What follows belongs to an exercise in optimizing a design on an open flow for small area, a short achievable clock period and few clock cycles; a production flow would make more cautious choices.
At most, simulation tests tie the RTL to the original design; equivalence was not proved.
Power is estimated from default activity; no workload was simulated.

==> flow/design.v <==
`default_nettype none
package fifd_pkg;
   localparam int CACHE_ENTRIES = 16;
   localparam int SLOT_W = (CACHE_ENTRIES > 1) ? $clog2(CACHE_ENTRIES) : 1;
   localparam logic OP_LOOKUP = 1'b0;
   localparam logic OP_FILL   = 1'b1;
endpackage
`default_nettype wire
`default_nettype none
module fifd_cell
(
   input  wire logic        clock,
   input  wire logic        reset,
   input  wire logic        wr_en,
   input  wire logic [31:0] wr_addr,
   input  wire logic [31:0] wr_word,
   input  wire logic [31:0] probe_addr,
   output logic             match,
   output logic [31:0]      word
);
   logic [31:0] tag_ff;
   logic [31:0] word_ff;
   logic        valid_ff;
   always_ff @(posedge clock) begin
      if (reset) begin
         valid_ff <= 1'b0;
      end else if (wr_en) begin
         valid_ff <= 1'b1;
      end
      if (wr_en) begin
         tag_ff  <= wr_addr;
         word_ff <= wr_word;
      end
   end
   assign match = valid_ff && (tag_ff == probe_addr);
   assign word  = word_ff;
endmodule
`default_nettype wire
`default_nettype none
module fifd_decode
(
   input  wire logic [31:0] raw,
   output logic [31:0]      instruction,
   output logic [5:0]       major_op,
   output logic             imm_flag,
   output logic             branch_mode,
   output logic [3:0]       reg_a,
   output logic [3:0]       reg_b,
   output logic [3:0]       reg_c,
   output logic [15:0]      immediate
);
   logic [31:0] ir;
   assign ir          = {raw[7:0], raw[15:8], raw[23:16], raw[31:24]};
   assign instruction = ir;
   assign major_op    = ir[31:26];
   assign imm_flag    = ir[25];
   assign branch_mode = ir[24];
   assign reg_a       = ir[23:20];
   assign reg_b       = ir[19:16];
   assign reg_c       = ir[15:12];
   assign immediate   = {ir[7:0], ir[15:8]};
endmodule
`default_nettype wire
`default_nettype none
module fifo_icache_fetch_decode
(
   input  wire logic        clock,
   input  wire logic        reset,
   input  wire logic        start,
   output logic             busy,
   input  wire logic        req_opcode,
   input  wire logic [31:0] req_fetch_address,
   input  wire logic [31:0] req_memory_word,
   output logic             rsp_valid,
   output logic             rsp_hit,
   output logic [31:0]      rsp_instruction,
   output logic [5:0]       rsp_major_op,
   output logic             rsp_imm_flag,
   output logic             rsp_branch_mode,
   output logic [3:0]       rsp_reg_a,
   output logic [3:0]       rsp_reg_b,
   output logic [3:0]       rsp_reg_c,
   output logic [15:0]      rsp_immediate
);
   localparam int N      = fifd_pkg::CACHE_ENTRIES;
   logic              fill_accept;
   logic [N-1:0]      slot_ff;      
   logic [N-1:0]      match;
   logic [N-1:0]      wr_en;
   logic [N-1:0]      s1_sel;
   logic              s1_valid;
   logic [N-1:0][31:0] words;
   logic [N-1:0]      first;
   logic [31:0]       read_word;
   logic              out_valid;
   logic              out_hit;
   logic [31:0]       out_word;
   assign busy        = 1'b0;
   assign fill_accept = start && (req_opcode == fifd_pkg::OP_FILL);
   for (genvar i = 0; i < N; i++) begin : g_cell
      assign wr_en[i] = fill_accept && slot_ff[i];
      fifd_cell u_cell (
         .clock      (clock),
         .reset      (reset),
         .wr_en      (wr_en[i]),
         .wr_addr    (req_fetch_address),
         .wr_word    (req_memory_word),
         .probe_addr (req_fetch_address),
         .match      (match[i]),
         .word       (words[i])
      );
   end
   always_ff @(posedge clock) begin
      if (reset) begin
         slot_ff  <= N'(1);
         s1_valid <= 1'b0;
      end else begin
         if (fill_accept) begin
            slot_ff <= {slot_ff[N-2:0], slot_ff[N-1]};
         end
         s1_valid <= start;
      end
      s1_sel <= (req_opcode == fifd_pkg::OP_FILL) ? wr_en : match;
   end
   always_comb begin
      logic seen;
      seen = 1'b0;
      for (int i = 0; i < N; i++) begin
         first[i] = s1_sel[i] && !seen;
         seen     = seen || s1_sel[i];
      end
   end
   always_comb begin
      read_word = '0;
      for (int i = 0; i < N; i++) begin
         read_word = read_word | (words[i] & {32{first[i]}});
      end
   end
   always_ff @(posedge clock) begin
      if (reset) begin
         out_valid <= 1'b0;
      end else begin
         out_valid <= s1_valid;
      end
      out_hit  <= |s1_sel;
      out_word <= read_word;
   end
   assign rsp_valid = out_valid;
   assign rsp_hit   = out_hit;
   fifd_decode u_decode (
      .raw         (out_word),
      .instruction (rsp_instruction),
      .major_op    (rsp_major_op),
      .imm_flag    (rsp_imm_flag),
      .branch_mode (rsp_branch_mode),
      .reg_a       (rsp_reg_a),
      .reg_b       (rsp_reg_b),
      .reg_c       (rsp_reg_c),
      .immediate   (rsp_immediate)
   );
endmodule
`default_nettype wire
Settings: LEC_CHECK=0, CAP_MARGIN=20, CORE_MARGIN=2, CORE_UTILIZATION=65, SETUP_SLACK_MARGIN=2.8, SLEW_MARGIN=20; clock period 5.0 ns.
run.sh (not shown) runs the stock make flow with config.mk's settings and CLKGATE_MAP_FILE= SYNTH_SCRIPT=/design/flow/synth_recipe.tcl, a recipe that flattens the netlist after the stock synthesis.
Change:
--- a/flow/design.v
+++ b/flow/design.v
@@ -80,14 +80,15 @@
    output logic [3:0]       rsp_reg_a,
    output logic [3:0]       rsp_reg_b,
    output logic [3:0]       rsp_reg_c,
    output logic [15:0]      rsp_immediate
 );
    localparam int N      = fifd_pkg::CACHE_ENTRIES;
+   localparam int SLOT_W = fifd_pkg::SLOT_W;
    logic              fill_accept;
-   logic [N-1:0]      slot_ff;      
+   logic [SLOT_W-1:0] slot_ff;
    logic [N-1:0]      match;
    logic [N-1:0]      wr_en;
    logic [N-1:0]      s1_sel;
    logic              s1_valid;
    logic [N-1:0][31:0] words;
    logic [N-1:0]      first;
@@ -95,13 +96,13 @@
    logic              out_valid;
    logic              out_hit;
    logic [31:0]       out_word;
    assign busy        = 1'b0;
    assign fill_accept = start && (req_opcode == fifd_pkg::OP_FILL);
    for (genvar i = 0; i < N; i++) begin : g_cell
-      assign wr_en[i] = fill_accept && slot_ff[i];
+      assign wr_en[i] = fill_accept && (slot_ff == SLOT_W'(i));
       fifd_cell u_cell (
          .clock      (clock),
          .reset      (reset),
          .wr_en      (wr_en[i]),
          .wr_addr    (req_fetch_address),
          .wr_word    (req_memory_word),
@@ -109,17 +110,17 @@
          .match      (match[i]),
          .word       (words[i])
       );
    end
    always_ff @(posedge clock) begin
       if (reset) begin
-         slot_ff  <= N'(1);
+         slot_ff  <= '0;
          s1_valid <= 1'b0;
       end else begin
          if (fill_accept) begin
-            slot_ff <= {slot_ff[N-2:0], slot_ff[N-1]};
+            slot_ff <= slot_ff + 1'b1;
          end
          s1_valid <= start;
       end
       s1_sel <= (req_opcode == fifd_pkg::OP_FILL) ? wr_en : match;
    end
    always_comb begin
Outcome: Worst setup slack gains 0.16 ns; wire length decreases by a few percent; power decreases slightly; clock-buffer cell count increases by 17; utilization increases by 0.19 points; global-route usage decreases by 0.78 points; die area decreases slightly; worst hold slack loses 0.011 ns; sequential power is about the same; synthesized cell count decreases by a few percent; sequential share of layout area increases by 0.53 points; cell count decreases by a few percent; design area decreases slightly.
Testbench counts after the change, summed over its fixed seeds: cycles 12,016.
The RTL of the first run of this note was laid out without a check of its function.

[re-timing with driven ports]
Ports are ideal in the flow. The routed layouts listed here were re-timed in OpenROAD.
Step 1 (the two cells are an assumption about what drives the block):
set clk [get_ports {clock}]
set_driving_cell -lib_cell sky130_fd_sc_hd__clkbuf_16 $clk
set_driving_cell -lib_cell sky130_fd_sc_hd__buf_2 [delete_from_list [all_inputs] $clk]
Step 2 adds t to the input delays and takes it off the output delays; t is the mean of the earliest and latest rising clock arrival at the registers after step 1. Input paths then give back, and output paths get back, about the clock's delay inside the block.
Three values: ideal ports, drivers, drivers and shift; two values: the first two.
| run | t, ns | setup WS [ns] | worst register clock-pin slew, ns | pins driven straight from the clock port |
|---|---|---|---|---|
| the first run | 0.726 | 2.657 / 2.657 / 2.144 | 0.07 / 0.07 | 1 |
| the second run | 0.716 | 2.818 / 2.755 / 2.117 | 0.07 / 0.07 | 1 |
After both steps every run listed still meets setup and hold. The setup slack of the second run, which loses most, moves by -0.063 ns with the drivers and by -0.701 ns with both steps.
